Background: an optimization exercise with open tools, aiming at small area, a short achievable clock period and few clock cycles per item. Do not read the settings as production practice.
Where RTL was checked, it was by simulation tests only, not by an equivalence proof against the original.
For runs 1 and 2, only the layout was checked, not whether the RTL still works.
Power and IR drop assume default switching activity.

### flow/run.sh
#!/bin/bash
# synth_recipe.tcl (not shown) runs the flow's synth.tcl, then flattens the netlist and writes it again
# the make line also repeats each setting of config.mk as NAME=value (left out here)
make -C /OpenROAD-flow-scripts/flow DESIGN_CONFIG=/design/flow/config.mk WORK_HOME=/design/flow/orfs CLKGATE_MAP_FILE= SYNTH_SCRIPT=/design/flow/synth_recipe.tcl finish
### flow/config.mk
export PLATFORM = sky130hd
export DESIGN_NAME = dcc_packet_decoder
export DESIGN_NICKNAME = dcc_packet_decoder
export VERILOG_FILES = /design/flow/design.v
export SDC_FILE = /design/flow/constraint.sdc
export NUM_CORES = 4
export LEC_CHECK = 0
export ABC_CLOCK_PERIOD_IN_PS = 3500
export CAP_MARGIN = 20
export CORE_MARGIN = 2
export CORE_UTILIZATION = 40
export SETUP_SLACK_MARGIN = 4.5
export SLEW_MARGIN = 20
### flow/constraint.sdc
create_clock -name core_clock -period 8.0 [get_ports {clk}]
set_input_delay 1.6000 -clock core_clock [delete_from_list [all_inputs] [get_ports {clk}]]
set_output_delay 1.6000 -clock core_clock [all_outputs]
set_load 0.01 [all_outputs]
### flow/design.v
package dcc_pkg;
  localparam logic [31:0] ONE_MIN_RST  = 32'd52;
  localparam logic [31:0] ONE_MAX_RST  = 32'd64;
  localparam logic [30:0] ONE_SKEW_RST = 31'd6;
  localparam logic [31:0] ZERO_MIN_RST = 32'd90;
  localparam logic [31:0] ZERO_MAX_RST = 32'd10000;
  localparam logic [1:0] ST_AWAIT    = 2'd0;
  localparam logic [1:0] ST_COLLECT  = 2'd1;
  localparam logic [1:0] ST_RECEIVED = 2'd2;
  localparam logic [1:0] ST_ERROR    = 2'd3;
  localparam int PKT_EDGES = 54;
  localparam int PRE_ONES  = 10;
endpackage
module dcc_ctrl #(
  parameter int STAGES = 3    
) (
  input  logic       clk,
  input  logic       rst_n,
  input  logic       in_valid,
  output logic       in_ready,
  output logic       acc,         
  input  logic       res_v,       
  input  logic [1:0] res_st,      
  output logic       out_valid,
  input  logic       out_ready,
  output logic [1:0] out_status,
  output logic       out_is_rcv   
);
  localparam int QN = STAGES + 1;
  logic [1:0] q_r [QN];
  logic [2:0] qn_r;           
  logic [2:0] fl_r;           
  logic       in_ready_r, ov_r, q0_rcv_r;
  logic       take;
  logic [2:0] qm, fl_nxt;
  assign acc    = in_valid & in_ready_r;
  assign take   = ov_r & out_ready;
  assign qm     = qn_r - {2'b0, take};
  assign fl_nxt = fl_r - {2'b0, take} + {2'b0, acc};
  always_ff @(posedge clk) begin
    if (!rst_n) begin
      qn_r       <= '0;
      fl_r       <= '0;
      in_ready_r <= 1'b1;
      ov_r       <= 1'b0;
    end else begin
      qn_r       <= qm + {2'b0, res_v};
      fl_r       <= fl_nxt;
      ov_r       <= (qm != '0) || res_v;
      in_ready_r <= fl_nxt < 3'(QN);
    end
  end
  always_ff @(posedge clk) begin
    if (take) begin
      for (int i = 0; i < QN - 1; i++)
        q_r[i] <= q_r[i+1];
      q0_rcv_r <= q_r[1] == dcc_pkg::ST_RECEIVED;
    end
    if (res_v) begin
      for (int i = 0; i < QN; i++)
        if (qm == 3'(i))
          q_r[i] <= res_st;
      if (qm == '0)
        q0_rcv_r <= res_st == dcc_pkg::ST_RECEIVED;
    end
  end
  assign in_ready   = in_ready_r;
  assign out_valid  = ov_r;
  assign out_status = q_r[0];
  assign out_is_rcv = q0_rcv_r;
endmodule
module dcc_sub #(
  parameter int W = 32
) (
  input  logic [W-1:0] a,
  input  logic [W-1:0] b,
  output logic [W-1:0] d,
  output logic         nb
);
  localparam int L = $clog2(W);
  logic [W-1:0] p, g, gg, pp;
  always_comb begin
    p  = ~(a ^ b);
    g  = a & ~b;
    g[0] = a[0] | ~b[0];        
    gg = g;
    pp = p;
    for (int l = 0; l < L; l++)
      for (int i = 0; i < W; i++)
        if ((i >> l) & 1) begin
          gg[i] = gg[i] | (pp[i] & gg[((i >> l) << l) - 1]);
          pp[i] = pp[i] & pp[((i >> l) << l) - 1];
        end
    d[0] = ~p[0];
    for (int i = 1; i < W; i++)
      d[i] = p[i] ^ gg[i-1];
    nb = gg[W-1];
  end
endmodule
module dcc_ge #(
  parameter int W = 32
) (
  input  logic [W-1:0] a,
  input  logic [W-1:0] b,
  input  logic         ci,
  output logic         ge
);
  localparam int L = $clog2(W);
  logic [W-1:0] g, p;
  always_comb begin
    g = a & ~b;
    p = a | ~b;
    g[0] = g[0] | (p[0] & ci);
    for (int l = 0; l < L; l++)
      for (int i = 0; i < (W >> (l + 1)); i++) begin
        g[i] = g[2*i+1] | (p[2*i+1] & g[2*i]);
        p[i] = p[2*i+1] & p[2*i];
      end
    ge = g[0];
  end
endmodule
module dcc_dpath (
  input  logic        clk,
  input  logic        rst_n,
  input  logic        acc,
  input  logic        in_operation,
  input  logic [31:0] in_edge_time,
  input  logic        cfg_valid,
  input  logic [2:0]  cfg_index,
  input  logic [31:0] cfg_data,
  output logic        res_v,
  output logic [1:0]  res_st,
  output logic [23:0] pkt
);
  logic [31:0] one_min_r, one_max_r, zero_min_r, zero_max_r;
  logic [30:0] one_skew_r;
  logic [31:0] wd0, wd1;      
  logic [4:0]  we;
  assign wd0 = cfg_data & {32{rst_n}};
  assign wd1 = cfg_data | {32{!rst_n}};
  always_comb
    for (int i = 0; i < 5; i++)
      we[i] = !rst_n || (cfg_valid && cfg_index == 3'(i));
  function automatic logic [31:0] cfg_word(input logic [31:0] rv);
    for (int k = 0; k < 32; k++)
      cfg_word[k] = rv[k] ? wd1[k] : wd0[k];
  endfunction
  logic [31:0] skew_wd;
  assign skew_wd = cfg_word({1'b0, dcc_pkg::ONE_SKEW_RST});
  always_ff @(posedge clk) begin
    if (we[0]) one_min_r  <= cfg_word(dcc_pkg::ONE_MIN_RST);
    if (we[1]) one_max_r  <= cfg_word(dcc_pkg::ONE_MAX_RST);
    if (we[2]) one_skew_r <= skew_wd[30:0];
    if (we[3]) zero_min_r <= cfg_word(dcc_pkg::ZERO_MIN_RST);
    if (we[4]) zero_max_r <= cfg_word(dcc_pkg::ZERO_MAX_RST);
  end
  logic [31:0] t_r, d_r, d_a;
  logic        gt_r, va_r, opa_r, nb_a;
  dcc_sub #(.W(32)) u_sub_a (.a(in_edge_time), .b(t_r), .d(d_a), .nb(nb_a));
  always_ff @(posedge clk) begin
    if (!rst_n) begin
      t_r  <= '0;
      va_r <= 1'b0;
    end else begin
      va_r <= acc;
      if (acc && !in_operation)
        t_r <= in_edge_time;
    end
  end
  always_ff @(posedge clk) begin
    opa_r <= in_operation;
    d_r   <= d_a;
    gt_r  <= nb_a && d_a != '0;
  end
  logic [31:0] d1_r, x_b, u_r;
  logic        nb_b, ci_r, vb_r, opb_r, gtb_r, in1_r, in0_r;
  logic        ge1, le1, ge0, le0;
  dcc_sub #(.W(32)) u_sub_b (.a(d1_r), .b(d_r), .d(x_b), .nb(nb_b));
  dcc_ge  #(.W(32)) u_ge1 (.a(d_r), .b(one_min_r),  .ci(1'b1), .ge(ge1));
  dcc_ge  #(.W(32)) u_le1 (.a(one_max_r), .b(d_r),  .ci(1'b1), .ge(le1));
  dcc_ge  #(.W(32)) u_ge0 (.a(d_r), .b(zero_min_r), .ci(1'b1), .ge(ge0));
  dcc_ge  #(.W(32)) u_le0 (.a(zero_max_r), .b(d_r), .ci(1'b1), .ge(le0));
  always_ff @(posedge clk) begin
    if (!rst_n)
      vb_r <= 1'b0;
    else
      vb_r <= va_r;
  end
  always_ff @(posedge clk) begin
    if (va_r && !opa_r)
      d1_r <= d_r;
  end
  always_ff @(posedge clk) begin
    opb_r <= opa_r;
    u_r   <= x_b ^ {32{!nb_b}};
    ci_r  <= nb_b;
    gtb_r <= gt_r;
    in1_r <= ge1 && le1;
    in0_r <= ge0 && le0;
  end
  logic        p1_r, p0_r;    
  logic        skew_ok, is_one, is_zero, is_bad;
  dcc_ge #(.W(32)) u_skew (.a({1'b0, one_skew_r}), .b(u_r), .ci(ci_r), .ge(skew_ok));
  assign is_one  = p1_r && gtb_r && in1_r && skew_ok;
  assign is_zero = !is_one && p0_r && gtb_r && in0_r;
  assign is_bad  = !is_one && !is_zero;
  logic push;
  assign push = vb_r && !opb_r;
  always_ff @(posedge clk) begin
    if (!rst_n) begin
      p1_r <= 1'b0;
      p0_r <= 1'b0;
    end else if (push) begin
      p1_r <= gtb_r && in1_r;
      p0_r <= gtb_r && in0_r;
    end
  end
  logic [3:0] run_a_r, run_b_r;
  logic [1:0] st_r, st_nxt;
  logic [5:0] esc_r, esc_nxt;
  logic       fail_r, fail_nxt;
  logic [23:0] sr_r;
  logic       shift;
  always_comb begin
    st_nxt   = st_r;
    esc_nxt  = esc_r;
    fail_nxt = fail_r;
    shift    = 1'b0;
    if (opb_r) begin
      st_nxt = dcc_pkg::ST_AWAIT;
    end else if (st_r == dcc_pkg::ST_AWAIT) begin
      if (is_zero && run_a_r == 4'(dcc_pkg::PRE_ONES)) begin
        st_nxt   = dcc_pkg::ST_COLLECT;
        esc_nxt  = '0;
        fail_nxt = 1'b0;
      end
    end else if (st_r == dcc_pkg::ST_COLLECT) begin
      esc_nxt = esc_r + 1'b1;
      if (!esc_nxt[0]) begin
        if (esc_nxt == 6'd18 || esc_nxt == 6'd36) begin
          if (!is_zero) fail_nxt = 1'b1;
        end else if (esc_nxt == 6'(dcc_pkg::PKT_EDGES)) begin
          if (!is_one) fail_nxt = 1'b1;
        end else begin
          if (is_bad) fail_nxt = 1'b1;
          shift = 1'b1;
        end
      end
      if (esc_nxt == 6'(dcc_pkg::PKT_EDGES))
        st_nxt = fail_nxt ? dcc_pkg::ST_ERROR : dcc_pkg::ST_RECEIVED;
    end
  end
  always_ff @(posedge clk) begin
    if (!rst_n) begin
      run_a_r <= '0;
      run_b_r <= '0;
      st_r    <= dcc_pkg::ST_AWAIT;
      esc_r   <= '0;
      fail_r  <= 1'b0;
    end else if (vb_r) begin
      st_r   <= st_nxt;
      esc_r  <= esc_nxt;
      fail_r <= fail_nxt;
      if (!opb_r) begin
        run_a_r <= run_b_r;
        run_b_r <= !is_one ? 4'd0 :
                   (run_a_r == 4'(dcc_pkg::PRE_ONES)) ? run_a_r : run_a_r + 1'b1;
      end
    end
  end
  always_ff @(posedge clk) begin
    if (vb_r && shift)
      sr_r <= {sr_r[22:0], is_one};
  end
  assign res_v  = vb_r;
  assign res_st = st_nxt;
  assign pkt    = sr_r;
endmodule
module dcc_packet_decoder (
  input  logic        clk,
  input  logic        rst_n,
  input  logic        in_valid,
  output logic        in_ready,
  input  logic        in_operation,
  input  logic [31:0] in_edge_time,
  output logic        out_valid,
  input  logic        out_ready,
  output logic [1:0]  out_decoder_status,
  output logic [7:0]  out_address_byte,
  output logic [7:0]  out_instruction_byte,
  output logic [7:0]  out_check_byte,
  input  logic        cfg_valid,
  output logic        cfg_ready,
  input  logic [2:0]  cfg_index,
  input  logic [31:0] cfg_data
);
  logic        acc, res_v, out_is_rcv;
  logic [1:0]  res_st;
  logic [23:0] pkt;
  assign cfg_ready = 1'b1;
  dcc_ctrl #(
    .STAGES (3)
  ) u_ctrl (
    .clk        (clk),
    .rst_n      (rst_n),
    .in_valid   (in_valid),
    .in_ready   (in_ready),
    .acc        (acc),
    .res_v      (res_v),
    .res_st     (res_st),
    .out_valid  (out_valid),
    .out_ready  (out_ready),
    .out_status (out_decoder_status),
    .out_is_rcv (out_is_rcv)
  );
  dcc_dpath u_dpath (
    .clk          (clk),
    .rst_n        (rst_n),
    .acc          (acc),
    .in_operation (in_operation),
    .in_edge_time (in_edge_time),
    .cfg_valid    (cfg_valid),
    .cfg_index    (cfg_index),
    .cfg_data     (cfg_data),
    .res_v        (res_v),
    .res_st       (res_st),
    .pkt          (pkt)
  );
  assign {out_address_byte, out_instruction_byte, out_check_byte} =
    pkt & {24{out_is_rcv}};
endmodule
==> results.py, run 1 <==
metrics = {
    "yosys": {
        "synthFlopType": "edfxtp_1",
        "syn_area_per_cell_um2": 11.08,
        "yosys_warnings": 5,
        "ys_types": 78,
        "ys_seq_elements": 356,
        "synthesis.area_um2": 17010,
        "syn_inst": 1535,
        "netlist.area_leader.share": 0.3832,
        "synth.most_common_cell": "edfxtp_1",
        "synth-async-reset-ratio": 0,
        "syn_nets": 1692,
        "synthTopCellsByCount": "edfxtp_1 (217), dfxtp_1 (139), nand2_1 (137)",
        "synth-seq-area-share": 0.5468,
        "synth_top_cell_by_area": "edfxtp_1",
        "synth_edf_count": 217,
        "synthTopCellsByArea": "edfxtp_1 (38%), dfxtp_1 (16%), ha_1 (5.4%)",
    },
    "job": {
        "maxCapViolations": 0,
    },
    "worst_hold_path": {
        "hp-start": "u_dpath.gt_r",
        "holdPathEnd": "u_dpath.gtb_r",
        "min_path_cells": 0,
        "hold_class": "reg2reg",
    },
    "clocking": {
        "numCtsBuffers": 40,
        "cts.clk_slew.worst_paths_ps": 60,
        "clk-insertion-delay-late_ps": 550,
        "htreeDepth": 2,
        "cts.sinks": 356,
        "clockBufferDepth": 3,
        "cts_hold_buf": 0,
        "cts_tree": "built",
        "cts_root_buf": "clkbuf_16",
    },
    "detailed_routing": {
        "firstDrtPassIters": 6,
        "vias_per_cell": 5.266,
        "ant_nets": 0,
        "drt_iter0_markers": 817,
        "vias": 11937,
        "drt_wl_total_um": 41290,
        "drc_errors": 0,
        "drt-wirelength-per-cell_um": 18.21,
    },
    "critical_path": {
        "reg2reg_from": "u_dpath.t_r[0]",
        "cp-end-kind": "register",
        "critPathKind": "in2reg",
        "cp.required_ps": 8440,
        "startpoint_type": "input port",
        "r2r_cells": 15,
        "cp.arrival_ps": 5280,
        "r2r_slack_ps": 3970,
        "path_max_fanout": 2,
        "r2r_end": "u_dpath.gt_r",
    },
    "floorplanning": {
        "initial_core_util": 0.4054,
        "rows": 75,
        "die_area_um2": 44180,
        "die_h_um": 210.2,
        "pin_count": 102,
        "coreArea_um2": 41950,
        "die_w_um": 210.2,
    },
    "power": {
        "p_leak_uw": 0.007957,
        "cellPowerDensity_nw_per_um2": 285.9,
        "peakVddDrop_uv": 144.6,
    },
    "sta": {
        "min_period_ps": 4845,
        "drv_slew": 0,
        "finalHoldViolations": 0,
        "final.setup_skew_ps": 29.45,
        "setup_viol": 0,
        "setup_slack_ps": 3155,
        "fmax_ghz": 0.2064,
        "rsz0062_at_grt": "yes",
        "max_slew_margin": 0.3629,
        "timing.setup.tns_ps": 0,
        "period_share": 0.6057,
        "tightest_slew_ps": 931.5,
    },
    "global_route": {
        "grt_pass1_wl_um": 64140,
        "antenna_found_initial": 0,
        "grt_usage": 0.1861,
        "gr-total-overflow": 0,
        "grt_start_max_net_pins": 73,
        "grt_pass1_vias": 11536,
    },
    "run_status": {
        "run_status": "complete, no violations",
    },
    "placed_design": {
        "portBuffers": 100,
        "preCtsSetupSlack_ps": 1875,
        "gp_congestion": 0.8451,
        "dp_hpwl_um": 28750,
    },
    "cells_and_area": {
        "syn_to_final_growth_pct": 24.93,
        "fin_nets": 1855,
        "drive_above_1_share": 0.1557,
        "antenna_cells": 0,
    },
}
## sequential cells by signal, summed over array words and instances (netlist names), 2 cells and up
signal	cells
u_dpath.zero_min_r	32
u_dpath.run_a_r	4
u_ctrl.q_r	8
u_dpath.st_r	2
u_ctrl.fl_r	3
u_ctrl.qn_r	3
u_dpath.run_b_r	4
u_dpath.one_min_r	32
u_dpath.sr_r	24
u_dpath.one_max_r	32
u_dpath.u_r	32
u_dpath.esc_r	6
u_dpath.d1_r	32
u_dpath.zero_max_r	32
u_dpath.d_r	32
u_dpath.one_skew_r	31
u_dpath.t_r	32
## timing repair
item	CTS	global route
endpoints found under the hold margin	0	0
endpoints found under the setup margin	85	59
cloned	2	1
buffers inserted	25	13
gates resized for setup	108	85
pin swaps	29	44
## per-layer routing
layer,vias to the layer above,track usage,part of all wire
li1,5862,-,-
met1,5738,0.2547,0.46
met2,282,0.3075,0.47
met3,55,0.03099,0.051
met4,0,0.04867,0.020
met5,-,0,0
## report_power, final
part	switching, µW	total (µW)	leakage (µW)	internal (µW)
clock network	733	1770	0.000618	1040
registers	207	2460	0.00324	2250
logic	935	1850	0.00410	912
total	1870	6070	0.00796	4200
## worst max path at each step
stage	from	end	cells after the start
after detailed placement	in_edge_time[0]	u_dpath.gt_r	18
after global routing	in_edge_time[0]	u_dpath.gt_r	17
after floorplan	in_edge_time[0]	u_dpath.gt_r	17
final	in_edge_time[0]	u_dpath.gt_r	17
after CTS	in_edge_time[0]	u_dpath.gt_r	17
after global placement	in_edge_time[0]	u_dpath.gt_r	18
## worst max-delay path, stage by stage
cell and delay (ps):
buf_12 110, inv_12 40, ha_4 120, inv_2 40, fa_2 390, buf_4 140, buf_4 130, a21o_1 150
a21o_1 190, fa_1 470, nor4_1 330, nand4_1 130, or4_1 420, or4b_4 530, a2111oi_4 200, o2111ai_1 140
nor2b_1 160
## cells by family after synthesis
kind of cell | Yosys count | synth area share
and+or+nand+nor | 437 | 0.1330
adders and majority gates | 137 | 0.09851
AOI/OAI and AO/OA | 338 | 0.1349
buffers and inverters | 178 | 0.04091
muxes | 5 | 0.002943
xor gates and xnor gates | 83 | 0.04275
DFF | 356 | 0.5468
other | 1 | 0.0002205
## cell usage in the layout (no fill, tap or decap), drive strengths merged, types with 28 or more instances in the layout
cell	synthesis	layout
dfxtp	139	139
nand2	137	137
maj3	53	53
buf	5	55
ha	73	73
inv	135	140
o21ai	50	50
nand2b	41	41
clkbuf	25	54
nor2	50	50
o22ai	28	28
a21oi	93	93
edfxtp	217	217
nor2b	37	37
xnor2	58	58
and2	67	67
clkdlybuf4s50	0	83
## cell type report
type                       instances  area [µm²]
inverter                         148       601.8
sequential                       356        9328
tap                              539       674.4
clock inverter                    20       151.4
fill                            3613       20700
clock buffer                      52        1107
multi-input combinational       1001        7830
timing repair buffer             151        1553
## per-stage QoR
step	std cells	total power (µW)	instance area [µm²]	util	hold slack, ps
finish	2267	6075	21250	0.5065	351.0
global route	2267	6396	21250	0.5065	362.5
CTS	2252	5889	20630	0.4918	360.8
detailed placement	2153	3985	18750	0.4470	353.0
global placement	2152	3957	18720	0.4464	360.3
floorplan	1535	3511	17100	-	309.6
==> run 2, diff against run 1 <==
--- a/flow/design.v
+++ b/flow/design.v
@@ -70,7 +70,8 @@
   assign out_is_rcv = q0_rcv_r;
 endmodule
 module dcc_sub #(
-  parameter int W = 32
+  parameter int W = 32,
+  parameter bit FAST = 1'b0   
 ) (
   input  logic [W-1:0] a,
   input  logic [W-1:0] b,
@@ -79,6 +80,9 @@
 );
   localparam int L = $clog2(W);
   logic [W-1:0] p, g, gg, pp;
+  if (FAST) begin : g_fast
+    assign {nb, d} = {1'b1, a} - {1'b0, b};
+  end else begin : g_prefix
   always_comb begin
     p  = ~(a ^ b);
     g  = a & ~b;
@@ -96,6 +100,7 @@
       d[i] = p[i] ^ gg[i-1];
     nb = gg[W-1];
   end
+  end
 endmodule
 module dcc_ge #(
   parameter int W = 32
@@ -119,7 +124,9 @@
     ge = g[0];
   end
 endmodule
-module dcc_dpath (
+module dcc_dpath #(
+  parameter bit SUB_FAST = 1'b1
+) (
   input  logic        clk,
   input  logic        rst_n,
   input  logic        acc,
@@ -154,28 +161,40 @@
     if (we[3]) zero_min_r <= cfg_word(dcc_pkg::ZERO_MIN_RST);
     if (we[4]) zero_max_r <= cfg_word(dcc_pkg::ZERO_MAX_RST);
   end
+  logic [31:0] t_in_r;
+  logic        v0_r, op0_r;
+  always_ff @(posedge clk) begin
+    if (!rst_n)
+      v0_r <= 1'b0;
+    else
+      v0_r <= acc;
+  end
+  always_ff @(posedge clk) begin
+    t_in_r <= in_edge_time;
+    op0_r  <= in_operation;
+  end
   logic [31:0] t_r, d_r, d_a;
-  logic        gt_r, va_r, opa_r, nb_a;
-  dcc_sub #(.W(32)) u_sub_a (.a(in_edge_time), .b(t_r), .d(d_a), .nb(nb_a));
+  logic        nb_r, va_r, opa_r, nb_a;
+  dcc_sub #(.W(32), .FAST(SUB_FAST)) u_sub_a (.a(t_in_r), .b(t_r), .d(d_a), .nb(nb_a));
   always_ff @(posedge clk) begin
     if (!rst_n) begin
       t_r  <= '0;
       va_r <= 1'b0;
     end else begin
-      va_r <= acc;
-      if (acc && !in_operation)
-        t_r <= in_edge_time;
+      va_r <= v0_r;
+      if (v0_r && !op0_r)
+        t_r <= t_in_r;
     end
   end
   always_ff @(posedge clk) begin
-    opa_r <= in_operation;
+    opa_r <= op0_r;
     d_r   <= d_a;
-    gt_r  <= nb_a && d_a != '0;
+    nb_r  <= nb_a;
   end
   logic [31:0] d1_r, x_b, u_r;
   logic        nb_b, ci_r, vb_r, opb_r, gtb_r, in1_r, in0_r;
   logic        ge1, le1, ge0, le0;
-  dcc_sub #(.W(32)) u_sub_b (.a(d1_r), .b(d_r), .d(x_b), .nb(nb_b));
+  dcc_sub #(.W(32), .FAST(SUB_FAST)) u_sub_b (.a(d1_r), .b(d_r), .d(x_b), .nb(nb_b));
   dcc_ge  #(.W(32)) u_ge1 (.a(d_r), .b(one_min_r),  .ci(1'b1), .ge(ge1));
   dcc_ge  #(.W(32)) u_le1 (.a(one_max_r), .b(d_r),  .ci(1'b1), .ge(le1));
   dcc_ge  #(.W(32)) u_ge0 (.a(d_r), .b(zero_min_r), .ci(1'b1), .ge(ge0));
@@ -194,7 +213,7 @@
     opb_r <= opa_r;
     u_r   <= x_b ^ {32{!nb_b}};
     ci_r  <= nb_b;
-    gtb_r <= gt_r;
+    gtb_r <= nb_r && d_r != '0;
     in1_r <= ge1 && le1;
     in0_r <= ge0 && le0;
   end
@@ -220,12 +239,13 @@
   logic [5:0] esc_r, esc_nxt;
   logic       fail_r, fail_nxt;
   logic [23:0] sr_r;
-  logic       shift;
+  logic       shift, last;
   always_comb begin
     st_nxt   = st_r;
     esc_nxt  = esc_r;
     fail_nxt = fail_r;
     shift    = 1'b0;
+    last     = 1'b0;
     if (opb_r) begin
       st_nxt = dcc_pkg::ST_AWAIT;
     end else if (st_r == dcc_pkg::ST_AWAIT) begin
@@ -246,8 +266,10 @@
           shift = 1'b1;
         end
       end
-      if (esc_nxt == 6'(dcc_pkg::PKT_EDGES))
+      if (esc_nxt == 6'(dcc_pkg::PKT_EDGES)) begin
+        last   = 1'b1;
         st_nxt = fail_nxt ? dcc_pkg::ST_ERROR : dcc_pkg::ST_RECEIVED;
+      end
     end
   end
   always_ff @(posedge clk) begin
@@ -268,9 +290,12 @@
       end
     end
   end
+  logic pend_r;
   always_ff @(posedge clk) begin
     if (vb_r && shift)
-      sr_r <= {sr_r[22:0], is_one};
+      pend_r <= is_one;
+    if (vb_r && ((shift && esc_nxt != 6'd2) || last))
+      sr_r <= {sr_r[22:0], pend_r};
   end
   assign res_v  = vb_r;
   assign res_st = st_nxt;
@@ -299,7 +324,7 @@
   logic [23:0] pkt;
   assign cfg_ready = 1'b1;
   dcc_ctrl #(
-    .STAGES (3)
+    .STAGES (4)
   ) u_ctrl (
     .clk        (clk),
     .rst_n      (rst_n),
--- a/flow/config.mk
+++ b/flow/config.mk
@@ -5,9 +5,9 @@
 export SDC_FILE = /design/flow/constraint.sdc
 export NUM_CORES = 4
 export LEC_CHECK = 0
-export ABC_CLOCK_PERIOD_IN_PS = 3500
+export ABC_CLOCK_PERIOD_IN_PS = 3000
 export CAP_MARGIN = 20
 export CORE_MARGIN = 2
 export CORE_UTILIZATION = 40
-export SETUP_SLACK_MARGIN = 4.5
+export SETUP_SLACK_MARGIN = 5
 export SLEW_MARGIN = 20
==> run 2 against run 1 <==
Highest routed layer is now met5. Total power is 5.8% higher. Largest cell class unchanged. Final cell count up 12%. Register-to-register slack improved by 790 ps. Routed wire length up 15%. Largest power group unchanged. Critical path depth is 3 lower. Hold slack better by 31 ps. Clock skew shrank 11 ps.
==> results.py, run 2 <==
metrics = {
    "run_status": {
        "run_status": "complete, no violations",
    },
    "sta": {
        "fmax_ghz": 0.3085,
        "setup_slack_ps": 4759,
        "tightest_slew_ps": 1074,
        "rsz0062_at_grt": "yes",
        "max_slew_margin": 0.2826,
        "drv_slew": 0,
        "finalHoldViolations": 0,
        "period_share": 0.4051,
        "final.setup_skew_ps": 17.97,
        "setup_viol": 0,
        "timing.setup.tns_ps": 0,
        "min_period_ps": 3241,
    },
    "yosys": {
        "yosys_warnings": 4,
        "synthTopCellsByCount": "edfxtp_1 (218), dfxtp_1 (175), inv_1 (143)",
        "synth-async-reset-ratio": 0,
        "synthFlopType": "edfxtp_1",
        "synth_top_cell_by_area": "edfxtp_1",
        "synth-seq-area-share": 0.5380,
        "ys_seq_elements": 393,
        "synth.most_common_cell": "edfxtp_1",
        "ys_types": 82,
        "syn_area_per_cell_um2": 10.85,
        "synthesis.area_um2": 18680,
        "syn_nets": 1872,
        "synth_edf_count": 218,
        "syn_inst": 1721,
        "synthTopCellsByArea": "edfxtp_1 (35%), dfxtp_1 (19%), ha_1 (5.0%)",
        "netlist.area_leader.share": 0.3504,
    },
    "clocking": {
        "cts_tree": "built",
        "numCtsBuffers": 43,
        "clockBufferDepth": 3,
        "clk-insertion-delay-late_ps": 570,
        "cts.sinks": 393,
        "cts_root_buf": "clkbuf_16",
        "htreeDepth": 2,
        "cts.clk_slew.worst_paths_ps": 60,
        "cts_hold_buf": 0,
    },
    "power": {
        "comb_power_share": 0.256,
        "finalPower_uw": 6426,
        "p_sw_frac": 0.2942,
        "cellPowerDensity_nw_per_um2": 276.0,
        "switching_power_uw": 1891,
        "peakVddDrop_uv": 165.4,
        "power_frac_clock": 0.336,
        "sequentialPowerShare": 0.408,
        "p_int_uw": 4536,
        "p_leak_uw": 0.008846,
    },
    "cells_and_area": {
        "layout_common_cells": "edfxtp_1 (218), dfxtp_1 (150), nand2_1 (135)",
        "fill_cells": 4055,
        "drive_above_1_share": 0.1661,
        "layout_commonest_cell": "edfxtp_1",
        "syn_to_final_growth_pct": 24.62,
        "fin_nets": 2038,
        "antenna_cells": 0,
    },
    "floorplanning": {
        "pin_count": 102,
        "rows": 79,
        "initial_core_util": 0.4030,
        "die_h_um": 220.1,
        "die_w_um": 220.1,
        "die_area_um2": 48450,
        "coreArea_um2": 46360,
    },
    "placed_design": {
        "preCtsSetupSlack_ps": 4249,
        "portBuffers": 100,
        "gp_congestion": 0.8786,
        "dp_hpwl_um": 32900,
    },
    "global_route": {
        "grt_pass1_wl_um": 72610,
        "grt_start_max_net_pins": 85,
        "gr-total-overflow": 0,
        "grt_usage": 0.1949,
        "antenna_found_initial": 1,
        "grt_pass1_vias": 13219,
    },
    "critical_path": {
        "cp.arrival_ps": 3530,
        "startpoint_type": "register",
        "cp-end-kind": "register",
        "critPathKind": "reg2reg",
        "cp.required_ps": 8290,
        "path_max_fanout": 6,
    },
    "job": {
        "maxCapViolations": 0,
    },
    "worst_hold_path": {
        "hold_class": "reg2reg",
    },
    "detailed_routing": {
        "drt_iter0_markers": 952,
        "drt-wirelength-per-cell_um": 18.79,
        "ant_nets": 0,
        "drc_errors": 0,
        "firstDrtPassIters": 7,
        "vias": 13574,
        "vias_per_cell": 5.369,
        "drt_wl_total_um": 47490,
    },
}
[run 2: changes by cell type in the layout (fill, tap and decap cells not counted), moves of 14 or more]
| cell | previous run | this run |
|---|---|---|
| a21boi_0 | 15 | 39 |
| buf_2 | 4 | 24 |
| dfxtp_1 | 130 | 150 |
| nor2_1 | 48 | 67 |
| xnor2_1 | 28 | 47 |
| xnor2_2 | 29 | 10 |
| dfxtp_2 | 2 | 20 |
| nand2b_1 | 40 | 55 |
| and3_1 | 4 | 18 |
[run 2: layer usage]
metal / up-vias / GRT usage / share of wire
met5: - / 0 / 0.00027
met4: 2 / 0.08098 / 0.036
met3: 112 / 0.03175 / 0.056
met2: 390 / 0.3190 / 0.47
met1: 6494 / 0.2569 / 0.44
li1: 6576 / - / -
[run 2: through the flow]
step,utilization,hold WS [ps],cell area [µm²],cells
6_report,0.5022,381.8,23280,2528
5_1_grt,0.5022,385.7,23280,2528
4_1_cts,0.4907,382.9,22750,2514
3_5_place_dp,0.4431,375.0,20540,2400
3_3_place_gp,0.4425,369.7,20510,2399
2_1_floorplan,-,331.4,18850,1721
[run 2: power by group through the flow]
stage	clock, µW	combinational (µW)	sequential, µW
2_1_floorplan	0	1010	2570
3_3_place_gp	0	1340	2640
3_5_place_dp	0	1370	2650
4_1_cts	2200	1520	2610
5_1_grt	2280	1790	2650
6_report	2160	1650	2620
[run 2: layout make-up]
class | instances | area [µm²] | share of cell area
flip-flops and latches | 393 | 10090 | 0.4336
multi-input cells | 1135 | 8657 | 0.3719
repair buffers | 158 | 1587 | 0.06815
clock buffers | 58 | 1299 | 0.05579
well taps | 607 | 759.5 | 0.03262
inverters | 156 | 623.1 | 0.02677
clock inverters | 21 | 261.5 | 0.01123
[run 2: path summary, 6_finish.rpt]
kind,from,endpoint,slack [ps],cells past startpoint
worst min-delay path,u_dpath.op0_r,u_dpath.opa_r,380,0
worst max-delay path,u_dpath.u_r[6],u_dpath.sr_r[18],4760,14
worst min register to register,u_dpath.op0_r,u_dpath.opa_r,380,0
worst max register to register,u_dpath.u_r[6],u_dpath.sr_r[18],4760,14
[run 2: critical path, stage by stage, from the launching register on]
cell,delay (ps)
dfxtp_1,300
nor2b_1,120
maj3_1,420
nor4_4,330
o21ai_0,180
a21oi_1,190
o31ai_2,100
buf_4,170
buf_4,130
buf_4,130
nor2_2,140
o21ai_2,120
buf_12,150
a41oi_4,280
clkbuf_16,210
[run 2: what timing repair did]
action                     in CTS  in global routing
resized for setup             198                 74
pin swaps                      23                 29
setup endpoints to repair      93                 76
buffers inserted               30                 13
gates cloned                    5                  1
[run 2: kinds of logic after synthesis]
family,after synthesis,synth area share
and+or+nand+nor,480,0.1322
AOI/OAI and AO/OA,429,0.1611
DFF,393,0.5380
buffers and inverters,194,0.04019
adders and majority gates,126,0.07944
xor gates and xnor gates,89,0.04394
muxes,9,0.005023
other,1,0.0002007
==> run 3, diff against run 2 <==
--- a/flow/design.v
+++ b/flow/design.v
@@ -125,7 +125,7 @@
   end
 endmodule
 module dcc_dpath #(
-  parameter bit SUB_FAST = 1'b1
+  parameter bit SUB_FAST = 1'b0
 ) (
   input  logic        clk,
   input  logic        rst_n,
==> run 3 against run 2 <==
Fmax up 2.5%. Highest routed layer is now met4. Via count down 7.8%. Hold slack worse by 12 ps. Critical path type unchanged. Sequential power about the same. Final cell count down 4.7%. Design area down 3.7%.
==> results.py, run 3 <==
metrics = {
    "global_route": {
        "grt_usage": 0.1855,
        "gr-total-overflow": 0,
        "grt_pass1_vias": 12180,
        "antenna_found_initial": 2,
        "grt_start_max_net_pins": 59,
        "grt_pass1_wl_um": 67490,
    },
    "sta": {
        "max_slew_margin": 0.4781,
        "fmax_ghz": 0.3164,
        "tightest_slew_ps": 775.7,
        "rsz0062_at_grt": "yes",
        "period_share": 0.3951,
        "drv_slew": 0,
        "setup_viol": 0,
        "finalHoldViolations": 0,
        "timing.setup.tns_ps": 0,
        "min_period_ps": 3161,
        "final.setup_skew_ps": 27.34,
    },
    "critical_path": {
        "path_max_fanout": 9,
        "r2r_end": "u_dpath.u_r[10]",
        "r2r_slack_ps": 4840,
        "cp-startpoint": "u_dpath.d_r[17]",
        "startpoint_type": "register",
        "cp-endpoint": "u_dpath.u_r[10]",
        "critPathKind": "reg2reg",
        "r2r_cells": 14,
        "cp.required_ps": 8440,
        "cp.arrival_ps": 3600,
        "reg2reg_from": "u_dpath.d_r[17]",
        "cp-end-kind": "register",
    },
    "power": {
        "cellPowerDensity_nw_per_um2": 269.8,
        "power_frac_clock": 0.314,
        "finalPower_uw": 6046,
        "p_sw_frac": 0.2929,
        "comb_power_share": 0.255,
        "peakVddDrop_uv": 157.8,
        "switching_power_uw": 1771,
        "p_leak_uw": 0.008477,
        "sequentialPowerShare": 0.431,
        "p_int_uw": 4275,
    },
    "floorplanning": {
        "die_area_um2": 46700,
        "rows": 77,
        "coreArea_um2": 44320,
        "initial_core_util": 0.4061,
        "die_w_um": 216.1,
        "pin_count": 102,
        "die_h_um": 216.1,
    },
    "cells_and_area": {
        "stdcell_area_um2": 22410,
        "fill_cells": 3868,
        "layout_common_cells": "edfxtp_1 (218), dfxtp_1 (161), nand2_1 (140)",
        "antenna_cells": 0,
        "layout_commonest_cell": "edfxtp_1",
        "fin_nets": 1939,
        "syn_to_final_growth_pct": 24.51,
        "final_util": 0.5056,
        "drive_above_1_share": 0.1713,
        "final-instance-count-excl-fill": 2408,
    },
    "yosys": {
        "synth-async-reset-ratio": 0,
        "yosys_warnings": 5,
        "synth_compound_area_frac": 0.1402,
        "synthTopCellsByArea": "edfxtp_1 (36%), dfxtp_1 (19%), ha_1 (5.1%)",
        "synthFlopType": "edfxtp_1",
        "synthesis.area_um2": 18000,
        "synth_xor_area_frac": 0.03942,
        "synthTopCellsByCount": "edfxtp_1 (218), dfxtp_1 (175), inv_1 (144)",
        "synth_mux_area_frac": 0.005423,
        "synth_edf_count": 218,
        "syn_area_per_cell_um2": 11.14,
        "netlist.area_leader.share": 0.3638,
        "syn_nets": 1772,
        "ys_types": 77,
        "synth_top_family_by_area": "compound AO/OA/AOI/OAI gates",
        "synth-seq-area-share": 0.5584,
        "syn_inst": 1615,
        "synth_fa_ha_area_frac": 0.08524,
        "ys_seq_elements": 393,
        "synth_top_cell_by_area": "edfxtp_1",
        "synth.most_common_cell": "edfxtp_1",
        "yosys.area_share.simple": 0.1291,
    },
    "clocking": {
        "cts_root_buf": "clkbuf_16",
        "cts_tree": "built",
        "clockBufferDepth": 3,
        "cts.clk_slew.worst_paths_ps": 60,
        "cts_hold_buf": 0,
        "clk-insertion-delay-late_ps": 570,
        "cts.sinks": 393,
        "htreeDepth": 2,
        "numCtsBuffers": 42,
    },
    "detailed_routing": {
        "drt_iter0_markers": 904,
        "vias": 12522,
        "ant_nets": 0,
        "firstDrtPassIters": 6,
        "drt-wirelength-per-cell_um": 18.19,
        "vias_per_cell": 5.200,
        "drt_wl_total_um": 43810,
        "drc_errors": 0,
    },
    "run_status": {
        "run_status": "complete, no violations",
    },
    "job": {
        "maxCapViolations": 0,
    },
    "placed_design": {
        "dp_hpwl_um": 30560,
        "portBuffers": 100,
        "place_inst": 2276,
        "gp_congestion": 0.8432,
        "place_area_um2": 19810,
    },
    "worst_hold_path": {
        "hold_class": "reg2reg",
    },
}
==> run 3: changes by cell type in the layout (fill, tap and decap cells not counted), sizes merged, moves of 6 or more <==
cell | previous run | this run
fa | 3 | 11
nand2b | 56 | 47
nor2 | 68 | 62
and3 | 19 | 8
a21oi | 91 | 60
xnor2 | 60 | 51
maj3 | 48 | 40
nand4 | 8 | 15
o21bai | 13 | 6
o31ai | 14 | 6
a221oi | 15 | 7
==> run 3: cell families (layout without fill, tap and decap cells) <==
kind of cell,count (synthesis),count (layout)
adders and majority gates,124,124
buffers and inverters,195,394
xor gates and xnor gates,81,81
muxes,9,9
DFF,393,393
other,1,1
and+or+nand+nor,458,458
AOI/OAI and AO/OA,354,356
==> run 3: worst min path at each step <==
stage,from,endpoint,slack [ps],cells past startpoint
6_report,u_dpath.opa_r,u_dpath.opb_r,370,0
5_1_grt,u_dpath.opa_r,u_dpath.opb_r,380,0
4_1_cts,u_dpath.opa_r,u_dpath.opb_r,370,0
3_5_place_dp,u_dpath.opa_r,u_dpath.opb_r,360,0
3_3_place_gp,u_dpath.opa_r,u_dpath.opb_r,360,0
2_1_floorplan,u_dpath.opa_r,u_dpath.opb_r,330,0
==> run 3: layout make-up <==
class	instances	area, µm²	share of cell area
Clock inverter	18	152.6	0.006812
Tap cell	592	740.7	0.03306
Timing Repair Buffer	159	1555	0.06941
Clock buffer	60	1215	0.05422
Sequential cell	393	10080	0.4498
Inverter	157	613.1	0.02736
Multi-Input combinational cell	1029	8051	0.3593
==> run 3: metal layers <==
layer  part of all wire  global-route usage
met1               0.48              0.2697
met2               0.44              0.2841
met4              0.023             0.05822
met3              0.062             0.02933
met5                  0                   0
==> run 3: worst max-delay path: stages (launching register included) <==
cell        delay (ps)
dfxtp_1            440
clkinvlp_4         240
ha_1               410
a21o_1             130
a21o_1             160
a21oi_1            100
o21ai_1            260
nor2b_2            260
a21oi_4             60
o21ai_4            180
a21oi_4            100
buf_6              140
o21ba_4            210
buf_12             150
xor2_1             150
==> run 3: per-stage QoR <==
step | setup slack (ps) | hold WS (ps)
floorplan | 4806 | 331.4
global route | 4695 | 377.8
finish | 4839 | 369.3
detailed placement | 4017 | 363.3
global placement | 4107 | 362.9
CTS | 4838 | 366.8
==> run 3: power by group through the flow <==
stage          registers (µW)  clock network, µW  logic [µW]
4_1_cts                  2600               1950        1430
3_3_place_gp             2630                  0        1220
5_1_grt                  2640               2030        1690
2_1_floorplan            2560                  0         920
3_5_place_dp             2640                  0        1240
6_report                 2610               1900        1540
==> run 3: timing repair <==
action / 4_1_cts / 5_1_grt
endpoints found under the setup margin: 169 / 206
pin swaps: 44 / 35
buffers inserted: 27 / 20
gates resized for setup: 193 / 74
gates cloned: 5 / 0
Testbench counts of run 3, summed over its fixed seeds: cycles 16,459, items 16,427.
==> run 4, diff against run 3 <==
--- a/flow/config.mk
+++ b/flow/config.mk
@@ -8,6 +8,8 @@
 export ABC_CLOCK_PERIOD_IN_PS = 3000
 export CAP_MARGIN = 20
 export CORE_MARGIN = 2
-export CORE_UTILIZATION = 40
+export CORE_UTILIZATION = 55
+export CTS_BUF_LIST = sky130_fd_sc_hd__clkbuf_4
+export CTS_CLUSTER_SIZE = 30
 export SETUP_SLACK_MARGIN = 5
 export SLEW_MARGIN = 20
==> run 4 against run 3 <==
Still clean. Register-to-register slack got worse by 30 ps. Core utilization increased by 18 points. Total power decreased by 1.6%. Critical endpoint is now out_check_byte[4].
==> results.py, run 4 <==
metrics = {
    "detailed_routing": {
        "drc_errors": 0,
        "vias": 12964,
        "drt_iter0_markers": 856,
        "firstDrtPassIters": 5,
        "drt_wl_total_um": 43440,
        "ant_nets": 0,
        "drt-wirelength-per-cell_um": 18.38,
        "vias_per_cell": 5.486,
    },
    "floorplanning": {
        "pin_count": 102,
        "die_area_um2": 34180,
        "die_w_um": 184.9,
        "initial_core_util": 0.5559,
        "coreArea_um2": 32370,
        "die_h_um": 184.9,
        "rows": 66,
    },
    "sta": {
        "rsz0062_at_grt": "yes",
        "setup_viol": 0,
        "min_period_ps": 3222,
        "timing.setup.tns_ps": 0,
        "fmax_ghz": 0.3104,
        "tightest_slew_ps": 814.5,
        "finalHoldViolations": 0,
        "drv_slew": 0,
        "max_slew_margin": 0.4429,
        "final.setup_skew_ps": 58.53,
        "period_share": 0.4028,
    },
    "clocking": {
        "cts.clk_slew.worst_paths_ps": 60,
        "htreeDepth": 3,
        "clk-insertion-delay-late_ps": 800,
        "cts_tree": "built",
        "numCtsBuffers": 99,
        "cts.sinks": 393,
        "cts_root_buf": "clkbuf_4",
        "cts_hold_buf": 0,
        "clockBufferDepth": 3,
    },
    "yosys": {
        "synth-async-reset-ratio": 0,
        "syn_nets": 1772,
        "yosys_warnings": 5,
        "syn_inst": 1615,
        "syn_area_per_cell_um2": 11.14,
        "synthesis.area_um2": 18000,
        "synthTopCellsByArea": "edfxtp_1 (36%), dfxtp_1 (19%), ha_1 (5.1%)",
        "synth_top_cell_by_area": "edfxtp_1",
        "synth.most_common_cell": "edfxtp_1",
        "ys_seq_elements": 393,
        "synthFlopType": "edfxtp_1",
        "synth-seq-area-share": 0.5584,
        "synth_edf_count": 218,
        "netlist.area_leader.share": 0.3638,
        "ys_types": 77,
        "synthTopCellsByCount": "edfxtp_1 (218), dfxtp_1 (175), inv_1 (144)",
    },
    "critical_path": {
        "reg2reg_from": "u_dpath.u_r[11]",
        "crit_path_max_incr_delay_ps": 440,
        "cp_cell_sequence": "clkbuf_16 > and2_4 > buf_6",
        "cp-end-kind": "output port",
        "startpoint_type": "register",
        "path_max_fanout": 6,
        "cp-startpoint": "u_ctrl.q0_rcv_r",
        "critPathKind": "reg2out",
        "cp.arrival_ps": 1620,
        "cp.required_ps": 6400,
        "crit_family": "flip-flops",
        "cp_slowest_cell": "dfxtp_4",
        "crit_buf_inv": 2,
    },
    "cells_and_area": {
        "stdcell_area_um2": 22320,
        "layout_commonest_cell": "edfxtp_1",
        "multi_input_area_um2": 8039,
        "syn_to_final_growth_pct": 24.01,
        "regArea_um2": 10090,
        "layout_common_cells": "edfxtp_1 (218), clkbuf_4 (161), dfxtp_1 (154)",
        "fill_cells": 2567,
        "fin_nets": 1995,
        "drive_above_1_share": 0.2284,
    },
    "power": {
        "cellPowerDensity_nw_per_um2": 266.6,
        "p_leak_uw": 0.008615,
        "peakVddDrop_uv": 200.5,
    },
    "global_route": {
        "grt_usage": 0.2554,
        "grt_start_max_net_pins": 62,
        "gr-total-overflow": 0,
        "grt_pass1_vias": 12484,
        "grt_pass1_wl_um": 66430,
        "antenna_found_initial": 5,
    },
    "placed_design": {
        "place_area_um2": 19640,
        "gp_congestion": 0.8906,
        "portBuffers": 100,
        "dp_hpwl_um": 29050,
    },
    "job": {
        "maxCapViolations": 0,
    },
    "worst_hold_path": {
        "hold_class": "reg2reg",
        "hp-start": "u_dpath.opa_r",
    },
    "run_status": {
        "run_status": "complete, no violations",
    },
}
[run 4: cell count changes in the layout (fill, tap and decap cells not counted), moves of 6 or more]
cell	delta
clkinv_1	+10
dfxtp_2	+8
dfxtp_1	-7
and2_4	+20
inv_2	+6
and2_1	-20
clkbuf_4	+160
buf_2	-20
clkbuf_1	-10
buf_6	+21
clkbuf_16	-42
[run 4: final cells by class]
type / instances / area share
multi-input cells: 1029 / 0.3602
diodes: 3 / 0.0003364
well taps: 442 / 0.02478
repair buffers: 158 / 0.07524
clock buffers: 161 / 0.05416
flip-flops and latches: 393 / 0.4520
clock inverters: 20 / 0.005887
inverters: 157 / 0.02742
[run 4: what timing repair did]
item | CTS | global route
gates cloned | 4 | 2
pin swaps | 35 | 54
resized for setup | 187 | 132
setup buffers | 28 | 16
hold endpoints to repair | 0 | 0
endpoints found under the setup margin | 110 | 111
[run 4: kinds of logic after synthesis]
| kind of cell | count (synthesis) | share of synthesized area |
|---|---|---|
| AND/OR/NAND/NOR | 458 | 0.1291 |
| flip-flops | 393 | 0.5584 |
| AO/OA/AOI/OAI | 354 | 0.1402 |
| buffers and inverters | 195 | 0.04192 |
| adder cells (fa/ha/maj) | 124 | 0.08524 |
| XOR/XNOR | 81 | 0.03942 |
| multiplexers | 9 | 0.005423 |
| other | 1 | 0.0002084 |
[run 4: metrics by stage]
stage	hold slack, ps	worst slack, ps	std cells	total power (µW)	util
floorplan	331.4	4806	1615	3481	-
global placement	364.7	3958	2128	3867	0.6059
detailed placement	368.2	3859	2129	3891	0.6068
CTS	362.4	4769	2342	5768	0.6659
global route	351.5	4671	2363	6284	0.6894
finish	356.7	4778	2363	5950	0.6894
[run 4: report_power, final]
part | switching [µW] | internal [µW] | total [µW]
Combinational | 791 | 786 | 1580
Clock | 791 | 970 | 1760
Sequential | 199 | 2410 | 2610
[run 4: routing by layer]
| layer | global-route usage | share of wire | routed length [µm] | vias up |
|---|---|---|---|---|
| met5 | 0 | 0 | 0 | - |
| met4 | 0.1044 | 0.029 | 1270 | 0 |
| met3 | 0.06528 | 0.070 | 3035 | 88 |
| met2 | 0.3810 | 0.43 | 18830 | 437 |
| met1 | 0.3558 | 0.47 | 20310 | 6123 |
| li1 | - | - | - | 6316 |
[run 4: path summary, 6_finish.rpt]
kind / end / slack, ps / cells past startpoint
worst max-delay path: out_check_byte[4] / 4780 / 3
worst min-delay path: u_dpath.opb_r / 360 / 0
worst max register to register: u_dpath.sr_r[19] / 4810 / 13
worst min register to register: u_dpath.opb_r / 360 / 0
==> run 5, diff against run 4 <==
--- a/flow/config.mk
+++ b/flow/config.mk
@@ -9,7 +9,6 @@
 export CAP_MARGIN = 20
 export CORE_MARGIN = 2
 export CORE_UTILIZATION = 55
-export CTS_BUF_LIST = sky130_fd_sc_hd__clkbuf_4
-export CTS_CLUSTER_SIZE = 30
+export CTS_BUF_LIST = sky130_fd_sc_hd__clkbuf_8
 export SETUP_SLACK_MARGIN = 5
 export SLEW_MARGIN = 20
==> run 5 against run 4 <==
Combinational power is essentially flat. Sequential power is essentially flat. Register-to-register slack lost 60 ps. Critical path type is now reg2reg. Synthesized cell count is the same. Non-clock buffer count grew 5. Total power shrank 0.33%. Sequential share of layout area grew 0.13 points. Design area shrank 0.38%. Highest routed layer unchanged. Still clean on timing, DRC and antenna.
==> results.py, run 5 <==
metrics = {
    "yosys": {
        "synth_edf_count": 218,
        "netlist.area_leader.share": 0.3638,
        "syn_inst": 1615,
        "synthFlopType": "edfxtp_1",
        "ys_types": 77,
        "synth-async-reset-ratio": 0,
        "synthesis.area_um2": 18000,
        "synth-seq-area-share": 0.5584,
        "syn_nets": 1772,
        "synth.most_common_cell": "edfxtp_1",
        "synthTopCellsByArea": "edfxtp_1 (36%), dfxtp_1 (19%), ha_1 (5.1%)",
        "ys_seq_elements": 393,
        "syn_area_per_cell_um2": 11.14,
        "synthTopCellsByCount": "edfxtp_1 (218), dfxtp_1 (175), inv_1 (144)",
        "synth_top_cell_by_area": "edfxtp_1",
        "yosys_warnings": 5,
    },
    "sta": {
        "drv_slew": 0,
        "setup_viol": 0,
        "min_period_ps": 3251,
        "max_slew_margin": 0.4395,
        "finalHoldViolations": 0,
        "timing.setup.tns_ps": 0,
        "fmax_ghz": 0.3076,
        "rsz0062_at_grt": "yes",
        "period_share": 0.4064,
        "tightest_slew_ps": 819.5,
        "final.setup_skew_ps": 23.81,
    },
    "floorplanning": {
        "rows": 66,
        "die_h_um": 184.9,
        "pin_count": 102,
        "die_w_um": 184.9,
        "coreArea_um2": 32370,
        "die_area_um2": 34180,
        "initial_core_util": 0.5559,
    },
    "clocking": {
        "clk-insertion-delay-late_ps": 590,
        "cts_root_buf": "clkbuf_8",
        "htreeDepth": 3,
        "cts.clk_slew.worst_paths_ps": 60,
        "numCtsBuffers": 66,
        "cts.sinks": 393,
        "cts_tree": "built",
        "cts_hold_buf": 0,
        "clockBufferDepth": 3,
    },
    "detailed_routing": {
        "drt-wirelength-per-cell_um": 18.99,
        "drc_errors": 0,
        "firstDrtPassIters": 5,
        "vias_per_cell": 5.566,
        "drt_iter0_markers": 942,
        "vias": 12829,
        "drt_wl_total_um": 43780,
        "ant_nets": 0,
    },
    "run_status": {
        "run_status": "complete, no violations",
    },
    "critical_path": {
        "path_max_fanout": 7,
        "cp.required_ps": 8350,
        "startpoint_type": "register",
        "cp-end-kind": "register",
        "cp.arrival_ps": 3600,
        "critPathKind": "reg2reg",
        "reg2reg_from": "u_dpath.one_skew_r[11]",
        "cp-startpoint": "u_dpath.one_skew_r[11]",
    },
    "global_route": {
        "grt_pass1_vias": 12372,
        "grt_most_used_layer": "met2",
        "grt_pass1_wl_um": 66400,
        "grtUsageMet2": 0.3907,
        "grt_start_max_net_pins": 62,
        "antenna_found_initial": 2,
        "grt_use_met3": 0.05132,
        "grt_usage": 0.2542,
        "gr-total-overflow": 0,
        "use_met1": 0.3602,
    },
    "worst_hold_path": {
        "hp-start": "u_dpath.op0_r",
        "hold_class": "reg2reg",
    },
    "placed_design": {
        "dp_hpwl_um": 29050,
        "portBuffers": 100,
        "gp_congestion": 0.8906,
    },
    "power": {
        "finalPower_uw": 5930,
        "cellPowerDensity_nw_per_um2": 266.7,
        "p_leak_uw": 0.008576,
        "peakVddDrop_uv": 161.1,
    },
    "job": {
        "maxCapViolations": 0,
    },
    "cells_and_area": {
        "fin_nets": 1967,
        "syn_to_final_growth_pct": 23.54,
        "layout_commonest_cell": "edfxtp_1",
        "antenna_cells": 0,
        "drive_above_1_share": 0.1852,
        "layout_common_cells": "edfxtp_1 (218), inv_1 (161), dfxtp_1 (157)",
    },
}
==> run 5: kinds of logic after synthesis <==
logic type               after synthesis  share of synthesized area
AO/OA/AOI/OAI                        354                     0.1402
XOR/XNOR                              81                    0.03942
adder cells (fa/ha/maj)              124                    0.08524
buffers and inverters                195                    0.04192
flip-flops                           393                     0.5584
multiplexers                           9                   0.005423
other                                  1                  0.0002084
AND/OR/NAND/NOR                      458                     0.1291
==> run 5: through the flow <==
stage / cells / hold slack, ps / utilization / setup WS, ps / area [µm²]
floorplan: 1615 / 331.4 / - / 4806 / 18160
global placement: 2128 / 364.7 / 0.6059 / 3958 / 19610
detailed placement: 2129 / 368.2 / 0.6068 / 3859 / 19640
CTS: 2284 / 375.7 / 0.6654 / 4820 / 21540
global route: 2305 / 376.8 / 0.6868 / 4637 / 22230
finish: 2305 / 372.5 / 0.6868 / 4749 / 22230
==> run 5: cell type report <==
type | count | area (µm²)
Sequential cell | 393 | 10080
Inverter | 157 | 605.6
Fill cell | 2560 | 10140
Clock inverter | 41 | 209.0
Timing Repair Buffer | 163 | 1725
Multi-Input combinational cell | 1029 | 7961
Tap cell | 442 | 553.0
Clock buffer | 80 | 1101
==> run 5: per-layer routing <==
metal | up-vias | share of wire
met5 | - | 0
met4 | 0 | 0.029
met3 | 87 | 0.072
met1 | 6124 | 0.46
li1 | 6187 | -
met2 | 431 | 0.44
==> run 5: final timing paths <==
check | to | slack [ps] | cells past startpoint
worst min-delay path | u_dpath.opa_r | 370 | 0
worst min register to register | u_dpath.opa_r | 370 | 0
worst max-delay path | u_dpath.sr_r[1] | 4750 | 13
worst max register to register | u_dpath.sr_r[1] | 4750 | 13
==> run 5: repair_timing <==
item / in CTS / in global routing
setup endpoints to repair: 108 / 125
gates cloned: 4 / 2
resized for setup: 182 / 106
pin swaps: 40 / 56
setup buffers: 30 / 19
==> run 5: power breakdown <==
group	total (µW)	switching [µW]	internal [µW]
registers	2610	200	2410
logic	1570	786	780
clock network	1750	807	943
total	5930	1790	4140
==> run 5: critical path: stages, from the launching register on <==
cell and delay, ps:
edfxtp_1 400, nor2b_4 60, a2111oi_4 360, nand4_1 200, a21oi_2 160, a22oi_2 120
o211ai_1 440, a211oi_2 130, buf_4 180, o311a_4 330, a211oi_4 280, buf_6 150
o22ai_4 60, buf_6 160
==> run 6, diff against run 5 <==
==> flow/config.mk (replaced) <==
export PLATFORM = sky130hd
export DESIGN_NAME = dcc_packet_decoder
export DESIGN_NICKNAME = dcc_packet_decoder
export VERILOG_FILES = /design/flow/design.v
export SDC_FILE = /design/flow/constraint.sdc
export NUM_CORES = 4
export LEC_CHECK = 0
export ABC_CLOCK_PERIOD_IN_PS = 3700
export CAP_MARGIN = 20
export CORE_MARGIN = 2
export CORE_UTILIZATION = 40
export SETUP_SLACK_MARGIN = 4.3
export SLEW_MARGIN = 20
==> run 6 against run 5 <==
Design area decreased by 4.3%. Non-clock buffer count decreased by 48. Clock power is 11% higher. Die area is 37% higher. Synthesized cell count stayed put. Fmax is 8.7% lower. Register-to-register slack worse by 310 ps. Critical path depth is 1 lower. Sequential cell count is the same. Critical path type unchanged. Largest power group unchanged. Highest routed layer unchanged.
==> results.py, run 6 <==
metrics = {
    "critical_path": {
        "critPathKind": "reg2reg",
        "r2r_slack_ps": 4440,
        "cp-end-kind": "register",
        "cp.arrival_ps": 3870,
        "path_max_fanout": 16,
        "startpoint_type": "register",
        "cp.required_ps": 8300,
    },
    "detailed_routing": {
        "ant_nets": 0,
        "firstDrtPassIters": 5,
        "drt_wl_total_um": 42330,
        "drt-wirelength-per-cell_um": 17.91,
        "drc_errors": 0,
        "vias_per_cell": 5.195,
        "drt_iter0_markers": 998,
        "vias": 12280,
    },
    "sta": {
        "drv_slew": 0,
        "min_period_ps": 3561,
        "timing.setup.tns_ps": 0,
        "tightest_slew_ps": 983.9,
        "period_share": 0.4451,
        "fmax_ghz": 0.2808,
        "setup_viol": 0,
        "rsz0062_at_grt": "no",
        "max_slew_margin": 0.3416,
        "finalHoldViolations": 0,
        "final.setup_skew_ps": 13.87,
    },
    "yosys": {
        "synthTopCellsByCount": "edfxtp_1 (218), dfxtp_1 (175), inv_1 (144)",
        "synth-async-reset-ratio": 0,
        "yosys_warnings": 5,
        "synth_edf_count": 218,
        "synth_top_cell_by_area": "edfxtp_1",
        "syn_area_per_cell_um2": 11.14,
        "ys_seq_elements": 393,
        "ys_types": 77,
        "synthFlopType": "edfxtp_1",
        "synthTopCellsByArea": "edfxtp_1 (36%), dfxtp_1 (19%), ha_1 (5.1%)",
        "syn_nets": 1772,
        "netlist.area_leader.share": 0.3638,
        "syn_inst": 1615,
        "synth-seq-area-share": 0.5584,
        "synth.most_common_cell": "edfxtp_1",
        "synthesis.area_um2": 18000,
    },
    "cells_and_area": {
        "fin_nets": 1895,
        "final-instance-count-excl-fill": 2364,
        "antenna_cells": 0,
        "syn_to_final_growth_pct": 18.24,
        "stdcell_area_um2": 21280,
        "layout_commonest_cell": "edfxtp_1",
        "final_util": 0.4802,
        "drive_above_1_share": 0.07223,
        "layout_common_cells": "edfxtp_1 (218), dfxtp_1 (173), inv_1 (144)",
    },
    "floorplanning": {
        "initial_core_util": 0.4061,
        "rows": 77,
        "coreArea_um2": 44320,
        "die_w_um": 216.1,
        "die_h_um": 216.1,
        "pin_count": 102,
        "die_area_um2": 46700,
    },
    "global_route": {
        "grt_use_met3": 0.02975,
        "grt_pass1_wl_um": 66610,
        "grt_usage": 0.1819,
        "grt_start_max_net_pins": 59,
        "antenna_found_initial": 1,
        "grtUsageMet2": 0.2957,
        "gr-total-overflow": 0,
        "use_met1": 0.2454,
        "grt_pass1_vias": 12109,
        "grt_most_used_layer": "met2",
    },
    "power": {
        "p_leak_uw": 0.007905,
        "finalPower_uw": 5827,
        "peakVddDrop_uv": 157.9,
        "cellPowerDensity_nw_per_um2": 273.9,
    },
    "clocking": {
        "cts_root_buf": "clkbuf_16",
        "cts_tree": "built",
        "clockBufferDepth": 3,
        "htreeDepth": 2,
        "cts.clk_slew.worst_paths_ps": 60,
        "cts.sinks": 393,
        "cts_hold_buf": 0,
        "numCtsBuffers": 43,
        "clk-insertion-delay-late_ps": 560,
    },
    "run_status": {
        "run_status": "complete, no violations",
    },
    "job": {
        "maxCapViolations": 0,
    },
    "placed_design": {
        "place_area_um2": 19740,
        "gp_congestion": 0.8675,
        "place_inst": 2279,
        "dp_hpwl_um": 30240,
        "portBuffers": 100,
    },
    "worst_hold_path": {
        "hold_class": "reg2reg",
    },
}
## run 6: cell count changes in the layout (fill, tap and decap cells not counted), moves of 17 or more
| cell | previous run | this run |
|---|---|---|
| clkbuf_8 | 80 | 5 |
| and2_1 | 49 | 70 |
| clkbuf_16 | 2 | 45 |
| buf_4 | 38 | 11 |
| and2_4 | 21 | 0 |
| clkdlybuf4s50_1 | 71 | 99 |
| inv_1 | 161 | 144 |
| xnor2_1 | 33 | 51 |
| buf_6 | 33 | 1 |
## run 6: path summary, 6_finish.rpt
path | end | start | cells after the start
hold reg to reg | u_dpath.opb_r | u_dpath.opa_r | 0
setup / recovery | u_dpath.sr_r[9] | u_dpath.u_r[11] | 12
setup reg to reg | u_dpath.sr_r[9] | u_dpath.u_r[11] | 12
hold / removal | u_dpath.opb_r | u_dpath.opa_r | 0
## run 6: routing by layer
layer,vias up,share of wire
met5,-,0
met4,0,0.029
met3,74,0.065
met2,351,0.45
met1,5831,0.45
li1,6024,-
## run 6: area by class of cell
type,count,area (µm²)
clock buffers,61,1236
clock inverters,18,152.6
fillers,4067,23040
inverters,157,596.8
multi-input cells,1028,7328
flip-flops and latches,393,10050
well taps,592,740.7
repair buffers,115,1172
## run 6: kinds of logic (layout without fill, tap and decap cells)
| kind of cell | after synthesis | count (layout) | share of synthesized area |
|---|---|---|---|
| muxes | 9 | 9 | 0.005423 |
| other | 1 | 1 | 0.0002084 |
| buffers and inverters | 195 | 351 | 0.04192 |
| and+or+nand+nor | 458 | 458 | 0.1291 |
| xor gates and xnor gates | 81 | 81 | 0.03942 |
| adders and majority gates | 124 | 124 | 0.08524 |
| DFF | 393 | 393 | 0.5584 |
| AOI/OAI and AO/OA | 354 | 355 | 0.1402 |
## run 6: through the flow
stage,hold slack [ps],worst slack [ps]
3_3_place_gp,361.3,3911
2_1_floorplan,331.4,4323
3_5_place_dp,362.9,3799
4_1_cts,371.5,4383
6_report,369.4,4439
5_1_grt,379.1,4300
## run 6: repair_timing
item,CTS,global route
endpoints found under the setup margin,50,47
gates cloned,1,0
setup buffers,3,2
endpoints found under the hold margin,0,0
resized for setup,6,8
pin swaps,2,1
## run 6: critical path: stages, from the launching register on
cell,delay [ps]
dfxtp_1,320
nor2b_1,130
a2111oi_1,500
nand4_1,270
a21oi_1,300
a22oi_1,260
o211ai_1,220
buf_4,160
a211oi_2,110
o311a_1,340
a211oi_2,300
o22ai_4,180
buf_6,210
## run 6: report_power, final
| part | total (µW) | switching (µW) | internal [µW] |
|---|---|---|---|
| logic | 1280 | 672 | 603 |
| registers | 2610 | 205 | 2410 |
| clock network | 1940 | 794 | 1140 |
| total | 5830 | 1670 | 4160 |
==> run 7, diff against run 6 <==
--- a/flow/config.mk
+++ b/flow/config.mk
@@ -5,9 +5,12 @@
 export SDC_FILE = /design/flow/constraint.sdc
 export NUM_CORES = 4
 export LEC_CHECK = 0
-export ABC_CLOCK_PERIOD_IN_PS = 3700
+export ABC_CLOCK_PERIOD_IN_PS = 3000
 export CAP_MARGIN = 20
 export CORE_MARGIN = 2
 export CORE_UTILIZATION = 40
-export SETUP_SLACK_MARGIN = 4.3
+export CTS_BUF_LIST = sky130_fd_sc_hd__clkbuf_16
+export CTS_CLUSTER_DIAMETER = 80
+export CTS_CLUSTER_SIZE = 24
+export SETUP_SLACK_MARGIN = 5
 export SLEW_MARGIN = 20
==> run 7 against run 6 <==
Global-route usage fell by 0.077 points. Hold slack got worse by 14 ps. Final cell count rose by 0.47%. Critical endpoint is now u_dpath.sr_r[0]. Largest power group unchanged.
==> results.py, run 7 <==
metrics = {
    "run_status": {
        "run_status": "complete, no violations",
    },
    "yosys": {
        "yosys.area_share.simple": 0.1291,
        "synthFlopType": "edfxtp_1",
        "synthTopCellsByCount": "edfxtp_1 (218), dfxtp_1 (175), inv_1 (144)",
        "synth_mux_area_frac": 0.005423,
        "synth_top_family_by_area": "compound AO/OA/AOI/OAI gates",
        "synth-seq-area-share": 0.5584,
        "yosys_warnings": 5,
        "ys_types": 77,
        "synthTopCellsByArea": "edfxtp_1 (36%), dfxtp_1 (19%), ha_1 (5.1%)",
        "synth_compound_area_frac": 0.1402,
        "synth.most_common_cell": "edfxtp_1",
        "netlist.area_leader.share": 0.3638,
        "syn_area_per_cell_um2": 11.14,
        "synth_edf_count": 218,
        "synth_fa_ha_area_frac": 0.08524,
    },
    "power": {
        "p_int_uw": 3696,
        "comb_power_share": 0.291,
        "peakVddDrop_uv": 148.6,
        "p_sw_frac": 0.3053,
        "sequentialPowerShare": 0.490,
        "finalPower_uw": 5321,
        "switching_power_uw": 1625,
    },
    "critical_path": {
        "cp-startpoint": "u_dpath.one_skew_r[10]",
        "cp-end-kind": "register",
        "cp.arrival_ps": 3460,
        "critPathKind": "reg2reg",
        "path_max_fanout": 8,
        "cp.required_ps": 8320,
        "r2r_cells": 13,
        "startpoint_type": "register",
        "reg2reg_from": "u_dpath.one_skew_r[10]",
    },
    "cells_and_area": {
        "fill_cells": 3918,
        "regArea_um2": 10090,
        "antenna_cells": 0,
        "drive_above_1_share": 0.1610,
        "layout_commonest_cell": "edfxtp_1",
        "fin_nets": 1925,
    },
    "placed_design": {
        "portBuffers": 100,
        "gp_congestion": 0.8432,
    },
    "sta": {
        "rsz0062_at_grt": "yes",
        "finalHoldViolations": 0,
        "drv_slew": 0,
        "fmax_ghz": 0.3186,
        "min_period_ps": 3139,
        "tightest_slew_ps": 758.4,
        "setup_viol": 0,
    },
    "clocking": {
        "cts.clk_slew.worst_paths_ps": 100,
        "clk-insertion-delay-late_ps": 550,
        "cts_root_buf": "clkbuf_16",
        "clockBufferDepth": 3,
        "cts.sinks": 393,
        "cts_tree": "built",
    },
    "floorplanning": {
        "pin_count": 102,
        "die_area_um2": 46700,
        "rows": 77,
        "coreArea_um2": 44320,
    },
    "detailed_routing": {
        "firstDrtPassIters": 5,
        "drt_iter0_markers": 1019,
        "vias_per_cell": 5.216,
        "drc_errors": 0,
        "drt-wirelength-per-cell_um": 18.22,
        "vias": 12388,
        "drt_wl_total_um": 43260,
    },
    "global_route": {
        "grt_pass1_wl_um": 66560,
        "gr-total-overflow": 0,
        "grt_pass1_vias": 11986,
        "grt_start_max_net_pins": 59,
        "antenna_found_initial": 2,
    },
    "worst_hold_path": {
        "hold_class": "reg2reg",
    },
    "job": {
        "maxCapViolations": 0,
    },
}
[run 7: cell counts after synthesis]
No cell type changed its count.
[run 7: through the flow]
stage               cells  hold WS [ps]  worst slack [ps]  utilization
global route         2375         375.3              4680       0.4910
global placement     2275         362.9              4107       0.4463
floorplan            1615         331.4              4806            -
CTS                  2349         367.6              4838       0.4772
finish               2375         355.6              4861       0.4910
detailed placement   2276         363.3              4017       0.4469
[run 7: cell type report]
type,count,area share
Clock inverter,16,0.004255
Multi-Input combinational cell,1029,0.3688
Sequential cell,393,0.4636
Clock buffer,22,0.02530
Inverter,157,0.02869
Timing Repair Buffer,166,0.07533
Tap cell,592,0.03404
[run 7: metal layers]
layer,global-route usage,part of all wire,up-vias
met5,0,0,-
met4,0.04064,0.018,0
li1,-,-,6076
met3,0.02204,0.054,50
met1,0.2684,0.49,5942
met2,0.2843,0.44,320
[run 7: logic make-up after synthesis]
kind of cell,Yosys count
other,1
AO/OA/AOI/OAI,354
multiplexers,9
AND/OR/NAND/NOR,458
XOR/XNOR,81
buffers and inverters,195
adder cells (fa/ha/maj),124
flip-flops,393
[run 7: power by group through the flow]
stage               clock [µW]  combinational (µW)  sequential [µW]
floorplan                    0                 920             2560
global placement             0                1220             2630
detailed placement           0                1240             2640
CTS                       1210                1430             2590
global route              1280                1700             2640
finish                    1160                1550             2610
[run 7: path summary, 6_finish.rpt]
kind | to | slack [ps]
setup / recovery | u_dpath.sr_r[0] | 4860
setup reg to reg | u_dpath.sr_r[0] | 4860
hold reg to reg | u_dpath.opa_r | 360
hold / removal | u_dpath.opa_r | 360
[run 7: timing repair]
item,CTS,global route
pin swaps,47,35
setup endpoints to repair,169,210
hold endpoints to repair,0,0
gates resized for setup,198,79
setup buffers,30,23
hold buffers,0,0
cloned,5,1
[run 7: critical path, stage by stage, from the launching register on]
cell and delay (ps):
edfxtp_1 410, nor2b_4 60, a2111oi_4 330, nand4_1 160
a21oi_2 160, a22oi_2 110, o211ai_1 390, a211oi_2 130
buf_4 190, o311a_4 340, a211oi_4 240, buf_4 180
o22ai_4 60, buf_6 150

Check on run 7: ideal ports give 4.861 ns setup slack; a clkbuf_16 on the clock port and buf_2 on the inputs give 4.861 ns; moving port delays by the midpoint clock arrival (0.593 ns) as well gives 4.485 ns.
